This design comes from an exercise in tuning for small area, a short achievable clock period and few clock cycles per item on the open sky130 flow, not from production work. Only simulation tests tie the RTL to the original design; equivalence was not proved.

==> v9: inputs <==
Design fir_seq_mac, start of the top module:
module fir_seq_mac (
  input  logic        clk,
  input  logic        reset,
  input  logic        in_valid,
  output logic        in_ready,
  input  logic [15:0] data_in,
  input  logic        coef_we,
  input  logic [3:0]  coef_addr,
  input  logic [15:0] coef_data,
  output logic        out_valid,
  input  logic        out_ready,
  output logic [15:0] data_out,
  output logic        busy
);
export LEC_CHECK = 0
export CAP_MARGIN = 20
export CORE_MARGIN = 2
export CORE_UTILIZATION = 40
export SLEW_MARGIN = 20
create_clock -name core_clock -period 12.0 [get_ports {clk}]
standard.sh (not shown) runs the stock make flow with config.mk's settings and CLKGATE_MAP_FILE= SYNTH_SCRIPT=/design/flow/synth_recipe.tcl, a recipe that flattens the netlist after the stock synthesis.
==> flow/flow/run.sh <==
#!/bin/bash
set -euo pipefail
read -r MARGIN MARGIN_LATE < flow/margin.txt
PORTS="BUFFER_PORTS_ARGS=-buffer_cell sky130_fd_sc_hd__buf_4"
# ABC's area script: its many inverters are taken out by polfix.py
bash standard.sh ABC_AREA=1 synth > synth.log 2>&1
NL=orfs/results/${FLOW_PLATFORM}/fir_seq_mac/base/1_2_yosys.v
cp "$NL" 1_2_yosys.orig.v
python3 flow/polfix.py flow/comp.json 1_2_yosys.orig.v 1_2_yosys.fixed.v > polfix.log 2>&1
cp 1_2_yosys.fixed.v "$NL"
bash standard.sh SETUP_SLACK_MARGIN="$MARGIN" "$PORTS" cts > layout_cts.log 2>&1
bash standard.sh SETUP_SLACK_MARGIN="$MARGIN_LATE" "$PORTS" finish > layout_finish.log 2>&1
test -s out/final.def
==> flow/flow/margin.txt <==
8.3 7.9
Other scripts of this flow, unchanged in this note and not shown: flow/flow/comp.json, flow/flow/polfix.py
==> inputs of v37, as changes to v9 <==
==> flow/flow/margin.txt (replaced) <==
8.3 8.15
==> notes.md <==
Data required time at the worst endpoint: v9 12.76 ns; v37 12.70 ns
Worst Reg2Reg Path Length in Cells: v9 6; v37 5
Longest individual stage delay on the worst path: v9 0.52 ns; v37 0.89 ns
Number of filler instances in the final layout: v9 23,760; v37 23,760
Average via count per standard cell: v9 6.341; v37 6.330
1st-pass router iterations: v9 8; v37 6
Cell at the slowest stage of the critical path: v9 sky130_fd_sc_hd__buf_12; v37 sky130_fd_sc_hd__and2_1
Worst slew pin tran: v9 1.282 ns; v37 1.273 ns
Run status: v9 no timing/DRC/antenna violations; v37 no timing/DRC/antenna violations
Final worst path period share: v9 32.19%; v37 32.06%
Worst setup skew after layout: v9 0.08888 ns; v37 0.08614 ns
Setup repair after global routing missed its margin: v9 false; v37 true
Testbench counts of v9, summed over its fixed seeds: cycles 992, items 960.
Testbench counts of v37, summed over its fixed seeds: cycles 992, items 960.

* * *

==> 11-11: inputs <==
fir_seq_mac, a different RTL version from the one above (not shown whole).
export LEC_CHECK = 0
export CAP_MARGIN = 20
export CORE_MARGIN = 2
export CORE_UTILIZATION = 40
export SLEW_MARGIN = 20
create_clock -name core_clock -period 12.0 [get_ports {clk}]
==> flow/flow/margin.txt <==
8.3 7.9
Scripts as last shown in full above: flow/flow/run.sh
Other scripts of this flow, unchanged in this note and not shown: flow/flow/comp.json, flow/flow/polfix.py
==> 04-05 (differences from 11-11) <==
--- a/flow/flow/run.sh
+++ b/flow/flow/run.sh
@@ -3,6 +3,5 @@
 read -r MARGIN MARGIN_LATE < flow/margin.txt
 PORTS="BUFFER_PORTS_ARGS=-buffer_cell sky130_fd_sc_hd__buf_4"
-# ABC's area script: its many inverters are taken out by polfix.py
-bash standard.sh ABC_AREA=1 synth > synth.log 2>&1
+bash standard.sh synth > synth.log 2>&1
 NL=orfs/results/${FLOW_PLATFORM}/fir_seq_mac/base/1_2_yosys.v
 cp "$NL" 1_2_yosys.orig.v
==> 04-28 (differences from 11-11) <==
==> flow/flow/run.sh (replaced) <==
#!/bin/bash
# Own layout flow: the standard synthesis, then a netlist pass that removes inverters
# around full adders and orders full-adder inputs by arrival (flow/polfix.py), then the standard flow's
# standard layout steps with a larger setup margin for repair_timing and plain buffers on the
# ports. Each tool's output goes to a log file here.
set -euo pipefail
MARGIN=$(cat flow/margin.txt)
bash standard.sh synth > synth.log 2>&1
NL=orfs/results/${FLOW_PLATFORM}/fir_seq_mac/base/1_2_yosys.v
cp "$NL" 1_2_yosys.orig.v
python3 flow/polfix.py flow/comp.json 1_2_yosys.orig.v 1_2_yosys.fixed.v > polfix.log 2>&1
cp 1_2_yosys.fixed.v "$NL"
bash standard.sh SETUP_SLACK_MARGIN="$MARGIN" \
  "BUFFER_PORTS_ARGS=-buffer_cell sky130_fd_sc_hd__buf_4" finish > layout.log 2>&1
test -s out/final.def
==> flow/flow/margin.txt (replaced) <==
8.3
==> summary.txt <==
Status -> no timing/DRC/antenna violations
Nets -> 10.89k
Most frequent cells in the layout -> 1684 x fa_1, 1632 x xnor2_1, 875 x inv_1
Cell Count Post-Placement -> 12.09k
The numbers above come from 11-11.

==> summary.txt <==
Status -> no timing/DRC/antenna violations
Cell Count Post-Placement -> 12.87k
Cells after Synth -> 10.36k
Syn Nets -> 12.24k
Most frequent cells in the layout -> 1496 x nand2_1, 1285 x fa_1, 861 x xor2_1, 861 x buf_4, 774 x a22oi_1
Multi-input gate share of total cell area -> 0.6059
The numbers above come from 04-28.

==> summary.txt <==
Most frequent cells in the layout -> 1517 x nand2_1, 1485 x fa_1, 896 x xor2_1
Nets -> 11.88k
Cell Count Post-Placement -> 12.87k
Status -> no timing/DRC/antenna violations
The numbers above come from 04-05.

Testbench counts of 11-11, summed over its fixed seeds: cycles 992, items 960.
Testbench counts of 04-05, summed over its fixed seeds: cycles 992, items 960.
Testbench counts of 04-28, summed over its fixed seeds: cycles 992, items 960.

==> separate check: timing with driven ports <==
No port has a modelled driver above. Below, the same layouts with a new extraction and two added sets of constraints. Step 1 (the two cells are an assumption about what drives the block):
set clk [get_ports {clk}]
set_driving_cell -lib_cell sky130_fd_sc_hd__clkbuf_16 $clk
set_driving_cell -lib_cell sky130_fd_sc_hd__buf_2 [delete_from_list [all_inputs] $clk]
Step 2 moves the port delays by t, midway between the first and last clock arrival at a register: inputs arrive t later, outputs are due t later. That takes back most of the time a late clock gives input paths. a / b / c = ideal / step 1 / step 2; a / b = the first two.
run	shift t [ns]	setup slack, ns	worst setup path at the end	slew at the worst register clock pin (ns)
v9	0.969	8.137 / 8.126 / 7.224	input to register	0.07 / 0.07
v37	0.966	8.153 / 8.126 / 7.215	input to register	0.07 / 0.07
11-11	0.941	7.883 / 7.883 / 7.259	input to register	0.07 / 0.07
04-05	0.972	7.943 / 7.943 / 7.149	input to register	0.08 / 0.08
04-28	0.976	8.033 / 8.033 / 7.372	input to register	0.08 / 0.08
After both steps every run listed still meets setup and hold. The setup slack of v37, which loses most, moves by -0.027 ns with the drivers and by -0.938 ns with both steps.
